This design comes from an exercise in tuning for small area on the open sky130 flow, not from production work.
The RTL was checked by simulation tests, not by an equivalence proof against the original design.
Power figures rest on the tool's default switching activity, not on a simulated workload.

==> flow/design.v <==
module reg_file #(
  parameter int XLEN = 32,
  parameter int NREG = 32
) (
  input  logic            Clock,
  input  logic            nReset,
  input  logic            Wreg,
  input  logic [4:0]      rd,
  input  logic [XLEN-1:0] Wdata,
  input  logic [4:0]      rs1,
  input  logic [4:0]      rs2,
  input  logic            use_rs1,
  input  logic            use_rs2,
  input  logic            issue_valid,
  input  logic            issue_wreg,
  input  logic [4:0]      issue_rd,
  input  logic            flush,
  output logic [XLEN-1:0] rdata1,
  output logic [XLEN-1:0] rdata2,
  output logic            stall,
  output logic            pending_any
);
  logic [XLEN-1:0] regs [NREG];
  logic [1:0]      pend [NREG];
  logic       retire;
  logic       issue_fire;
  logic [1:0] pend_rs1;
  logic [1:0] pend_rs2;
  logic [1:0] pend_rd;
  logic       hazard1;
  logic       hazard2;
  logic       dest_full;
  logic       any;
  assign retire   = Wreg && (rd != 5'd0);
  assign pend_rs1 = pend[rs1];
  assign pend_rs2 = pend[rs2];
  assign pend_rd  = pend[issue_rd];
  always_comb begin
    rdata1 = '0;
    if (rs1 != 5'd0)
      rdata1 = (retire && rd == rs1) ? Wdata : regs[rs1];
  end
  always_comb begin
    rdata2 = '0;
    if (rs2 != 5'd0)
      rdata2 = (retire && rd == rs2) ? Wdata : regs[rs2];
  end
  assign hazard1 = use_rs1 && (rs1 != 5'd0) && (pend_rs1 != 2'd0) &&
                   !(retire && rd == rs1 && pend_rs1 == 2'd1);
  assign hazard2 = use_rs2 && (rs2 != 5'd0) && (pend_rs2 != 2'd0) &&
                   !(retire && rd == rs2 && pend_rs2 == 2'd1);
  assign dest_full = issue_wreg && (issue_rd != 5'd0) && (pend_rd == 2'd3);
  assign stall      = issue_valid && !flush && (hazard1 || hazard2 || dest_full);
  assign issue_fire = issue_valid && !stall && issue_wreg &&
                      (issue_rd != 5'd0);
  always_ff @(posedge Clock or negedge nReset) begin
    if (!nReset) begin
      for (int r = 0; r < NREG; r++) begin
        regs[r] <= '0;
        pend[r] <= 2'd0;
      end
    end else begin
      if (retire)
        regs[rd] <= Wdata;
      for (int r = 1; r < NREG; r++) begin
        if (flush)
          pend[r] <= 2'd0;
        else if (issue_fire && issue_rd == 5'(r) && !(retire && rd == 5'(r)))
          pend[r] <= pend[r] + 2'd1;
        else if (retire && rd == 5'(r) && !(issue_fire && issue_rd == 5'(r)) &&
                 pend[r] != 2'd0)
          pend[r] <= pend[r] - 2'd1;
      end
    end
  end
  always_comb begin
    any = 1'b0;
    for (int r = 1; r < NREG; r++)
      any = any | (pend[r] != 2'd0);
  end
  assign pending_any = any;
endmodule
==> flow/run.sh <==
#!/bin/bash
# synth_recipe.tcl (not shown) runs the flow's synth.tcl, then flattens the netlist and writes it again
# the make line also repeats each setting of config.mk as NAME=value (left out here)
make -C /OpenROAD-flow-scripts/flow DESIGN_CONFIG=/design/flow/config.mk WORK_HOME=/design/flow/orfs CLKGATE_MAP_FILE= SYNTH_SCRIPT=/design/flow/synth_recipe.tcl finish
==> flow/config.mk <==
export PLATFORM = sky130hd
export DESIGN_NAME = reg_file
export DESIGN_NICKNAME = reg_file
export VERILOG_FILES = /design/flow/design.v
export SDC_FILE = /design/flow/constraint.sdc
export NUM_CORES = 4
export LEC_CHECK = 0
export CAP_MARGIN = 20
export CORE_MARGIN = 2
export CORE_UTILIZATION = 40
export SLEW_MARGIN = 20
==> flow/constraint.sdc <==
create_clock -name core_clock -period 8.0 [get_ports {Clock}]
set_input_delay 1.6000 -clock core_clock [delete_from_list [all_inputs] [get_ports {Clock}]]
set_output_delay 1.6000 -clock core_clock [all_outputs]
set_load 0.01 [all_outputs]
==> results.py <==
metrics = {
    "cts": {
        "cts_root_buffer": "clkbuf_16",
        "clkTransAtPathRegs_ps": 70,
        "clk-insertion-delay-late_ps": 780,
        "cts_resized": 0,
        "cts_inserted_buffers": 115,
        "cts_sinks": 1054,
        "cts_tree": "yes",
        "hold_buffers": 0,
        "clk_path_buf_depth": 3,
        "post_cts_buffers": 0,
        "htreeDepth": 3,
    },
    "synth": {
        "syn_nets": 5447,
        "netlist.area_leader.share_pct": 48.5,
        "muxShareOfSynthArea_pct": 15.4,
        "ys_async_sr_fraction_pct": 100,
        "synth_area_per_cell_um2": 10.1,
        "synth_area_leaders": "dfrtp_1 49%, mux2_2 15%, a22oi_1 9.5%",
        "yosys_most_used_dff": "dfrtp_1",
        "ys.warnings.count": 3,
        "synth_area_leader_cell": "dfrtp_1",
        "yosysUniqueCellTypes": 73,
        "synth_seq_cells": 1054,
        "synth_xor_area_share_pct": 0.290,
        "synth-edff-count": 0,
        "synth_top_family_by_area": "compound AO/OA/AOI/OAI gates",
        "postSynthCellCount": 5387,
        "synth-seq-area-share_pct": 48.5,
        "synthAdderAreaFrac_pct": 0,
        "syn_area_um2": 54400,
        "synth-compound-area-share_pct": 17.5,
        "synth-simple-area-share_pct": 14.6,
    },
    "die": {
        "die_h_um": 373,
        "row_count": 135,
        "coreArea_um2": 135000,
        "dieArea_um2": 139000,
        "die_x_um": 373,
        "start_util_pct": 40.2,
        "pin_count": 126,
    },
    "worst_setup_path": {
        "endpoint_kind": "primary output",
        "path_class": "input pin to primary output",
        "critPathTopFamily": "buffers and inverters",
        "cp_slowest_cell": "nor2_4",
        "startpoint_type": "input pin",
        "cp_num_buf_inv": 3,
        "cp_cell_sequence": "clkdlybuf4s50_1 -> or3b_1 -> nor2_4 -> buf_4 -> a22oi_1 -> nand4_1 -> nor3_1 -> a21oi_1 -> clkdlybuf4s50_1",
        "max_stage_delay_ps": 890,
        "required_ps": 6400,
        "arrival_ps": 5870,
        "cp_common_cell": "clkdlybuf4s50_1",
        "cp_max_fo": 17,
    },
    "timing": {
        "tns_ps": 0,
        "setup_viol": 0,
        "min_period_ps": 7470,
        "slew_headroom_pct": 14.1,
        "fmax_ghz": 0.134,
        "slew_viol_final": 0,
        "rsz0062_at_grt": "false",
        "tightest_slew_ps": 1290,
        "fin_worst_skew_ps": 8.81,
        "hold_violations": 0,
        "min_period_over_period_pct": 93.3,
    },
    "pwr": {
        "power_density_nw_per_um2": 242,
        "ir_worst_vdd_mv": 0.184,
        "power_w": 0.0153,
        "power_leakage_nw": 28.2,
    },
    "grt": {
        "grt_pass1_vias": 49503,
        "antenna_found_initial": 9,
        "grt_max_degree": 177,
        "globalRouteOverflowTotal": 0,
        "grtUsageTotal_pct": 39.7,
        "grt_pass1_wl_um": 393000,
    },
    "hold_path": {
        "hold_class": "register to register",
    },
    "route": {
        "routed_wl_um": 285000,
        "remaining_drc_errors": 0,
        "drt-pass1-iter-count": 14,
        "dr.first_iter.drc_count": 11166,
        "num_vias": 53186,
        "wl_per_cell_um": 39.1,
        "vias_per_cell": 7.30,
        "ant_nets": 0,
    },
    "run_status": {
        "outcome": "no timing/DRC/antenna violations",
    },
    "job": {
        "maxCapViolCount": 0,
    },
    "place": {
        "port_buffers": 125,
        "dp_hpwl_um": 164000,
        "place.gp.congestion": 1.01,
    },
    "finish": {
        "area_growth_pct": 16.4,
        "drive_above_1_share_pct": 24.0,
        "fill_cells": 12485,
        "final_nets": 5459,
    },
}
[cells by family (layout without fill, tap and decap cells)]
family / count (synthesis) / count (layout)
compound gates: 1246 / 1246
xor+xnor: 18 / 18
buf+inv: 513 / 624
flops: 1054 / 1054
mux: 744 / 744
other cells: 0 / 8
simple gates: 1812 / 1812
[cell type report]
| class | instances | area [µm²] | share of cell area [%] |
|---|---|---|---|
| multi-input cells | 3820 | 26800 | 42.3 |
| flip-flops and latches | 1054 | 26400 | 41.7 |
| repair buffers | 389 | 3720 | 5.88 |
| clock buffers | 165 | 3370 | 5.32 |
| well taps | 1781 | 2230 | 3.52 |
| clock inverters | 51 | 739 | 1.17 |
| inverters | 19 | 71.3 | 0.113 |
| diodes | 8 | 20.0 | 0.0316 |
[cells in the mapped netlist, drive strengths merged (12+ instances only)]
| master | number |
|---|---|
| nand2 | 1083 |
| dfrtp | 1054 |
| mux2 | 724 |
| a22oi | 691 |
| clkbuf | 442 |
| nor2 | 225 |
| a221oi | 128 |
| a22o | 122 |
| nor3 | 113 |
| nand4 | 108 |
| nand3 | 103 |
| a21oi | 87 |
| a222oi | 62 |
| buf | 52 |
| nor4 | 51 |
| a31oi | 38 |
| o21ai | 36 |
| a211oi | 24 |
| mux2i | 19 |
| inv | 18 |
| and3 | 17 |
| nand3b | 16 |
| and2 | 14 |
| nand2b | 13 |
| nor2b | 13 |
| or3 | 13 |
| or2 | 12 |
| xnor2 | 12 |
[layer usage]
layer / vias to the layer above / wire length, µm / track usage, %
met2: 5414 / 111000 / 53.7
met3: 1536 / 44800 / 16.8
li1: 20062 / - / -
met5: - / 80 / 0
met4: 12 / 24500 / 26.3
met1: 26162 / 104000 / 51.4
[power by group]
part	switching [W]	total (W)	internal, W
Clock	0.00242	0.00584	0.00342
Combinational	0.00112	0.00212	0.00101
Sequential	0.00105	0.00735	0.00630
[placed cells by master, fill, tap and decap left out, drive strengths merged, types with 14 or more instances in the layout]
cell type / n
and3: 17
a22o: 122
o21ai: 36
a211oi: 24
clkdlybuf4s50: 121
nor4: 51
a31oi: 38
a222oi: 62
nand3: 103
a22oi: 691
buf: 268
nand2: 1083
mux2: 724
nor2: 225
nor3: 113
clkbuf: 165
inv: 25
clkinv: 25
a221oi: 128
dfrtp: 1054
a21oi: 87
bufinv: 15
nand4: 108
nand3b: 16
mux2i: 19
and2: 14
[path summary, 6_finish.rpt]
check,slack [ps],start,end,cells after the start
worst max-delay path,530,rs1[2],rdata1[31],9
worst min-delay path,510,regs[19][31]$_DFFE_PN0P_,regs[19][31]$_DFFE_PN0P_,2
worst max register to register,4120,pend[30][0]$_DFFE_PN0P_,pend[29][1]$_DFFE_PN0P_,10
worst min register to register,510,regs[19][31]$_DFFE_PN0P_,regs[19][31]$_DFFE_PN0P_,2
max in group asynchronous,5320,nReset,regs[28][8]$_DFFE_PN0P_,3
min in group asynchronous,870,nReset,pend[18][0]$_DFFE_PN0P_,1
[stage by stage]
step           cells  hold WS, ps  utilization (%)  setup WS (ps)  cell area [µm²]
2_1_floorplan   5387          467                -           2770            54400
3_3_place_gp    7060          485             43.7            808            59100
3_5_place_dp    7061          492             43.8            851            59100
4_1_cts         7277          507             46.8            834            63200
5_1_grt         7279          527             46.8            623            63300
6_report        7287          512             46.8            532            63300
[registers in the layout, summed over array words and instances, names as in the netlist]
name,cells
regs,992
pend,62
[worst register-to-register path, cell delays in order, from the launching register on]
cell       delay (ps)
dfrtp_1           580
mux2_1            390
a32o_1            230
a2111oi_2         360
nand4_1           160
o31ai_1           270
a31o_2            310
nand3_4           260
nor3_4            670
a22oi_1           230
nor4_1            330

[what the ideal ports hide]
The flow's constraints put no driver on any port. The routed layout listed below was extracted and timed again, unchanged, in two steps.
Step 1 sets driving cells, clkbuf_16 on the clock port and buf_2 on the other inputs (assumed; they add their load-dependent delay and slew).
Step 2 adds t to the input delays and takes it off the output delays; t is the mean of the earliest and latest rising clock arrival at the registers after step 1. Input paths then give back, and output paths get back, about the clock's delay inside the block.
Slacks: ideal / step 1 / step 2; pairs: ideal / step 1.
t, ns: 0.845
slack for setup (ns): 0.532 / 0.504 / 0.504
pins driven straight from the clock port: 1
After both steps this run still meets setup and hold. The setup slack of this run moves by -0.028 ns with the drivers and by -0.028 ns with both steps.
